From an optimization exercise on the open Yosys and OpenROAD flow, aimed at small area; shortcuts taken in it are not production practice. RTL that was checked went through simulation tests only; none was proved equivalent to the original. The clock port is modelled as an ideal driver; clocking choices that lean on that would not hold on a real chip. Power and IR drop assume default switching activity.

== run 3 ==
Design quad_disc_root, start of the top module:
module quad_disc_root #(
   parameter int W_IN   = quad_pkg::W_IN_DEF,
   parameter int W_DISC = 2*W_IN + 2,
   parameter int W_ROOT = W_IN + 1
) (
   input  logic                     CLK,
   input  logic                     RST,
   input  logic                     START,
   input  logic signed [W_IN-1:0]   A,
   input  logic signed [W_IN-1:0]   B,
   input  logic signed [W_IN-1:0]   C,
   output logic                     BUSY,
   output logic                     DONE,
   output logic signed [W_DISC-1:0] DISC,
   output logic        [W_ROOT-1:0] SQRT,
   output logic                     EXACT,
   output logic        [1:0]        ST
);
export LEC_CHECK = 0
export ABC_AREA = 1
export CAP_MARGIN = 20
export CORE_MARGIN = 2
export CORE_UTILIZATION = 60
export SLEW_MARGIN = 20
create_clock -name core_clock -period 13.5 [get_ports {CLK}]
standard.sh (not shown) runs the stock make flow with config.mk's settings and CLKGATE_MAP_FILE= SYNTH_SCRIPT=/design/flow/synth_recipe.tcl, a recipe that flattens the netlist after the stock synthesis.
==> flow/flow/run.sh <==
#!/bin/bash
# The standard layout (standard.sh), with smaller port buffers and a lighter clock tree.
set -euo pipefail
export BUFFER_PORTS_ARGS="-buffer_cell sky130_fd_sc_hd__buf_1"
export CTS_ARGS="-sink_clustering_enable -repair_clock_nets -buf_list sky130_fd_sc_hd__clkbuf_4 -dont_use_dummy_load"
bash standard.sh > standard.log 2>&1
Inputs modified between run 3 and run 2:
-- flow/flow/run.sh --
<<< run 3, line 5
export CTS_ARGS="-sink_clustering_enable -repair_clock_nets -buf_list sky130_fd_sc_hd__clkbuf_4 -dont_use_dummy_load"
>>> run 2, line 5
export CTS_ARGS="-sink_clustering_enable -repair_clock_nets -buf_list sky130_fd_sc_hd__clkbuf_8 -dont_use_dummy_load"
Notes after the runs:
Reported for run 2 and run 3, post-synthesis sequential element count turned out identical to the last digit.
Ratio of routed vias to standard cells: run 3 vs run 2 — no meaningful difference
Via count essentially unchanged between run 2 and run 3.
Against run 3, run 2 comes in 2.9 points lower on part of the total power dissipated in sequential elements.
Share of synthesized flip-flops with an asynchronous set or reset came out exactly the same in run 2 and run 3.
Between run 3 and run 2, area growth from synthesis to layout increased.
From run 3 to run 2 the numbers moved as follows: depth of the critical timing path with buffers and inverters included held steady; arrival time at the worst endpoint dropped 0.10 ns.
Run 2 against run 3: count of clock-buffer cells in the layout essentially unchanged, setup slack of the critical path after layout now larger.
No run of this note included a check of the RTL's function; only the layout flow was run.

========
== run a ==
Another version of the RTL of quad_disc_root (not shown whole).
Size in the first run: roughly 540 cells after synthesis, about 110 I/O pins.
export LEC_CHECK = 0
export ABC_AREA = 1
export CAP_MARGIN = 0
export CORE_MARGIN = 2
export CORE_UTILIZATION = 60
export SLEW_MARGIN = 0
create_clock -name core_clock -period 13.5 [get_ports {CLK}]
==> flow/flow/run.sh <==
#!/bin/bash
# The standard layout (standard.sh) with three changes:
#  - synthesis maps the combinational logic with an area-oriented abc script (synth.tcl,
#    area.abc); everything else in it is the standard synthesis;
#  - the smallest buffer (buf_1) on the ports;
#  - a lighter clock tree: clkbuf_4 clock buffers, those with a slow clock edge at their
#    flip-flops upsized after CTS (fixclk.tcl).
set -euo pipefail
here="$(cd "$(dirname "$0")" && pwd)"
export MY_ABC_SCRIPT="$here/area.abc"
export BUFFER_PORTS_ARGS="-buffer_cell sky130_fd_sc_hd__buf_1"
export CTS_ARGS="-sink_clustering_enable -repair_clock_nets -buf_list sky130_fd_sc_hd__clkbuf_4 -dont_use_dummy_load"
export POST_CTS_TCL="$here/fixclk.tcl"
bash standard.sh SYNTH_SCRIPT="$here/synth.tcl" synth > synth.log 2>&1
bash standard.sh > standard.log 2>&1
==> flow/flow/area.abc <==
strash
dc2
dch -f
amap
topo
==> flow/flow/fixclk.tcl <==
# Run after CTS (POST_CTS_TCL): upsize each clock buffer whose flip-flops would see a
# slow clock edge to clkbuf_8, then legalize the placement again.
estimate_parasitics -placement
set slow_drivers {}
foreach pin [all_registers -clock_pins -edge_triggered] {
  set worst 0
  foreach edge {rise fall} {
    foreach analysis {min max} {
      set s [get_property $pin slew_${analysis}_$edge]
      if {$s > $worst} { set worst $s }
    }
  }
  if {$worst > 0.110} {
    foreach drv [get_pins -of_objects [get_nets -of_objects $pin] -filter "direction==output"] {
      lappend slow_drivers [get_cells -of_objects $drv]
    }
  }
}
set n 0
foreach inst [lsort -unique $slow_drivers] {
  set master [get_property $inst ref_name]
  if {[string match sky130_fd_sc_hd__clkbuf_* $master] && $master ne "sky130_fd_sc_hd__clkbuf_8"} {
    replace_cell $inst sky130_fd_sc_hd__clkbuf_8
    incr n
  }
}
puts "fixclk: upsized $n clock buffers"
detailed_placement
estimate_parasitics -placement
==> flow/flow/synth.tcl <==
# synth_recipe.tcl (the standard synthesis), except that abc maps the combinational
# logic with an area-oriented script (area.abc, named by MY_ABC_SCRIPT) instead of
# ORFS's abc_area.script. Flip-flops are mapped before abc, so they are unchanged.
proc synth {args} { yosys synth -nofsm -noshare {*}$args }
proc abc {args} {
  set i [lsearch -exact $args -script]
  if {$i >= 0} { lset args [expr {$i + 1}] $::env(MY_ABC_SCRIPT) }
  yosys abc {*}$args
}
source $::env(SCRIPTS_DIR)/synth.tcl
# left out here: clear keep_hierarchy, flatten, clean up, hide names made inside functions, write 1_2_yosys.v
Setup changes, run a to run b
- changing CAP_MARGIN from 0 to 20
- changing SLEW_MARGIN from 0 to 20
## What came out
Run a -> run b: core area flat. Run a -> run b: violation count after the first detailed-routing iteration delta 0, exact match. Diff run b..run a | synthesized-area fraction occupied by and/or/nand/nor cells | unchanged. Going from run a to run b, share of flip-flops with an asynchronous set or reset neither gained nor lost much; post-route setup TNS did not really move.

========
quad_disc_root, a different RTL version from the one above (not shown whole).
Size: roughly 500 cells after synthesis, ~140 flip-flops, roughly 110 I/O pins, ~0.0052 mm2 of cells after synthesis.
Design quad_disc_root, start of the top module:
module quad_disc_root #(
   parameter int W_IN   = quad_pkg::W_IN_DEF,
   parameter int W_DISC = 2*W_IN + 2,
   parameter int W_ROOT = W_IN + 1
) (
   input  logic                     CLK,
   input  logic                     RST,
   input  logic                     START,
   input  logic signed [W_IN-1:0]   A,
   input  logic signed [W_IN-1:0]   B,
   input  logic signed [W_IN-1:0]   C,
   output logic                     BUSY,
   output logic                     DONE,
   output logic signed [W_DISC-1:0] DISC,
   output logic        [W_ROOT-1:0] SQRT,
   output logic                     EXACT,
   output logic        [1:0]        ST
);
==> flow/config.mk <==
export PLATFORM = sky130hd
export DESIGN_NAME = quad_disc_root
export DESIGN_NICKNAME = quad_disc_root
export VERILOG_FILES = /design/flow/design.v
export SDC_FILE = /design/flow/constraint.sdc
export NUM_CORES = 4
export LEC_CHECK = 0
export ABC_AREA = 1
export CAP_MARGIN = 20
export CORE_MARGIN = 2
export CORE_UTILIZATION = 60
export SLEW_MARGIN = 20
==> flow/constraint.sdc <==
create_clock -name core_clock -period 13.5 [get_ports {CLK}]
set_input_delay 2.7000 -clock core_clock [delete_from_list [all_inputs] [get_ports {CLK}]]
set_output_delay 2.7000 -clock core_clock [all_outputs]
set_load 0.01 [all_outputs]
==> flow/flow/area.abc <==
strash
dc2
dch -f
amap -F 4
topo
Scripts as last shown in full above: flow/flow/run.sh, flow/flow/fixclk.tcl, flow/flow/synth.tcl
The baseline ran to the end with no violations.
Edit:
==> flow/flow/area.abc (replaced) <==
strash
dc2
dch -f
amap
topo
Fmax grows by 0.37%.
Combinational power fell by 9.4%.
Global-route usage stays flat.
Clock power hardly moves.
Worst hold slack is worse by 0.018 ns.

========
quad_disc_root, a different RTL version from the one above (not shown whole).
Size: roughly 900 cells after synthesis, roughly 6700 um2 of cells after synthesis.
Settings: LEC_CHECK=0, ABC_AREA=1, CAP_MARGIN=20, CORE_MARGIN=2, CORE_UTILIZATION=60, SLEW_MARGIN=20; clock period 13.5 ns.
==> flow/flow/run.sh <==
#!/bin/bash
# The standard layout (standard.sh), with smaller port buffers and a lighter clock tree.
set -euo pipefail
export BUFFER_PORTS_ARGS="-buffer_cell sky130_fd_sc_hd__buf_1"
export CTS_ARGS="-sink_clustering_enable -repair_clock_nets -buf_list sky130_fd_sc_hd__clkbuf_4 -sink_clustering_size 10 -dont_use_dummy_load"
bash standard.sh > standard.log 2>&1
The starting point went through all stages and came out clean.
Rerun with:
==> flow/flow/run.sh (replaced) <==
#!/bin/bash
# The standard layout (standard.sh), with smaller port buffers and a lighter clock tree.
set -euo pipefail
export BUFFER_PORTS_ARGS="-buffer_cell sky130_fd_sc_hd__buf_1"
export CTS_ARGS='-sink_clustering_enable -repair_clock_nets -buf_list {sky130_fd_sc_hd__clkbuf_4 sky130_fd_sc_hd__clkbuf_8} -dont_use_dummy_load'
bash standard.sh > standard.log 2>&1
What happened: Wire length stays flat; cell count stays the same; fmax hardly moves; via count is about the same; combinational power hardly moves; hold slack gets worse by 0.0074 ns; synthesized area does not change; cell area rose by 1.5%.

========
quad_disc_root, a different RTL version from the one above (not shown whole).
For scale: roughly 780 cells after synthesis, roughly 130 flip-flops, ~110 I/O pins, ~6200 um2 of cells after synthesis.
clock: 13.5 ns
lec_check: 0
abc_area: 1
cap_margin: 20
core_margin: 2
core_utilization: 60
slew_margin: 20
==> flow/flow/run.sh <==
#!/bin/bash
# The standard layout (standard.sh), with the smallest buffer on the ports and a lighter
# clock tree: clkbuf_4 clock buffers, those with a slow clock edge at their flip-flops
# upsized after CTS (fixclk.tcl).
set -euo pipefail
here="$(cd "$(dirname "$0")" && pwd)"
export BUFFER_PORTS_ARGS="-buffer_cell sky130_fd_sc_hd__buf_1"
export CTS_ARGS="-sink_clustering_enable -repair_clock_nets -buf_list sky130_fd_sc_hd__clkbuf_4 -dont_use_dummy_load"
export POST_CTS_TCL="$here/fixclk.tcl"
bash standard.sh > standard.log 2>&1
Scripts as last shown in full above: flow/flow/fixclk.tcl
The starting point passed the timing, design-rule and antenna checks.
Next try:
==> flow/flow/run.sh (replaced) <==
#!/bin/bash
# The standard layout (standard.sh) with three changes:
#  - synthesis maps the combinational logic with an area-oriented abc script (synth.tcl,
#    area.abc); everything else in it is the standard synthesis;
#  - the smallest buffer (buf_1) on the ports;
#  - a lighter clock tree: clkbuf_4 clock buffers, those with a slow clock edge at their
#    flip-flops upsized after CTS (fixclk.tcl).
set -euo pipefail
here="$(cd "$(dirname "$0")" && pwd)"
export MY_ABC_SCRIPT="$here/area.abc"
export BUFFER_PORTS_ARGS="-buffer_cell sky130_fd_sc_hd__buf_1"
export CTS_ARGS="-sink_clustering_enable -repair_clock_nets -buf_list sky130_fd_sc_hd__clkbuf_4 -dont_use_dummy_load"
export POST_CTS_TCL="$here/fixclk.tcl"
bash standard.sh SYNTH_SCRIPT="$here/synth.tcl" synth > synth.log 2>&1
bash standard.sh > standard.log 2>&1
==> flow/flow/area.abc (new file) <==
strash
dc2
dch -f
amap
topo
==> flow/flow/synth.tcl (new file) <==
# synth_recipe.tcl (the standard synthesis), except that abc maps the combinational
# logic with an area-oriented script (area.abc, named by MY_ABC_SCRIPT) instead of
# ORFS's abc_area.script. Flip-flops are mapped before abc, so they are unchanged.
proc synth {args} { yosys synth -nofsm -noshare {*}$args }
proc abc {args} {
  set i [lsearch -exact $args -script]
  if {$i >= 0} { lset args [expr {$i + 1}] $::env(MY_ABC_SCRIPT) }
  yosys abc {*}$args
}
source $::env(SCRIPTS_DIR)/synth.tcl
# left out here: clear keep_hierarchy, flatten, clean up, hide names made inside functions, write 1_2_yosys.v
Result: Clock-buffer cell count does not change. Routed wire length went down by 13%. Final area went down by about 6%. Via count went down by 11%. Sequential share of layout area went up by 2.7 points. Total power went down by 3.4%. Global-route usage went down by 1.2 points. Synthesized cell count went down by about 28%. First-iteration DRC count went down by about 28%. Die area went down by about 10%.

what the ideal ports hide:
In the flow no input, the clock included, has a driving cell. The finished layouts below were timed again as built, in two steps.
Step 1 sets driving cells, clkbuf_16 on the clock port and buf_2 on the other inputs (assumed; they add their load-dependent delay and slew).
Step 2 moves the port delays by t, midway between the first and last clock arrival at a register: inputs arrive t later, outputs are due t later. That takes back most of the time a late clock gives input paths.
a / b / c = ideal / step 1 / step 2; a / b = the first two.
run	t, ns	setup WS [ns]	worst data-port slew with drivers (ns)
run 3	0.559	2.757 / 2.757 / 2.757	0.05
run 2	0.469	2.768 / 2.768 / 2.768	0.05
run a	0.533	3.043 / 3.043 / 3.043	0.04
run b	0.533	3.043 / 3.043 / 3.043	0.04
the first run of note 3	0.544	2.669 / 2.669 / 2.669	0.04
the second run of note 3	0.520	2.709 / 2.709 / 2.709	0.06
the first run of note 4	0.573	2.776 / 2.776 / 2.776	0.04
the second run of note 4	0.476	2.770 / 2.770 / 2.770	0.04
the first run of note 5	0.567	3.389 / 3.389 / 3.389	0.05
the second run of note 5	0.533	2.870 / 2.870 / 2.870	0.05
After both steps setup and hold are still met in every run listed.
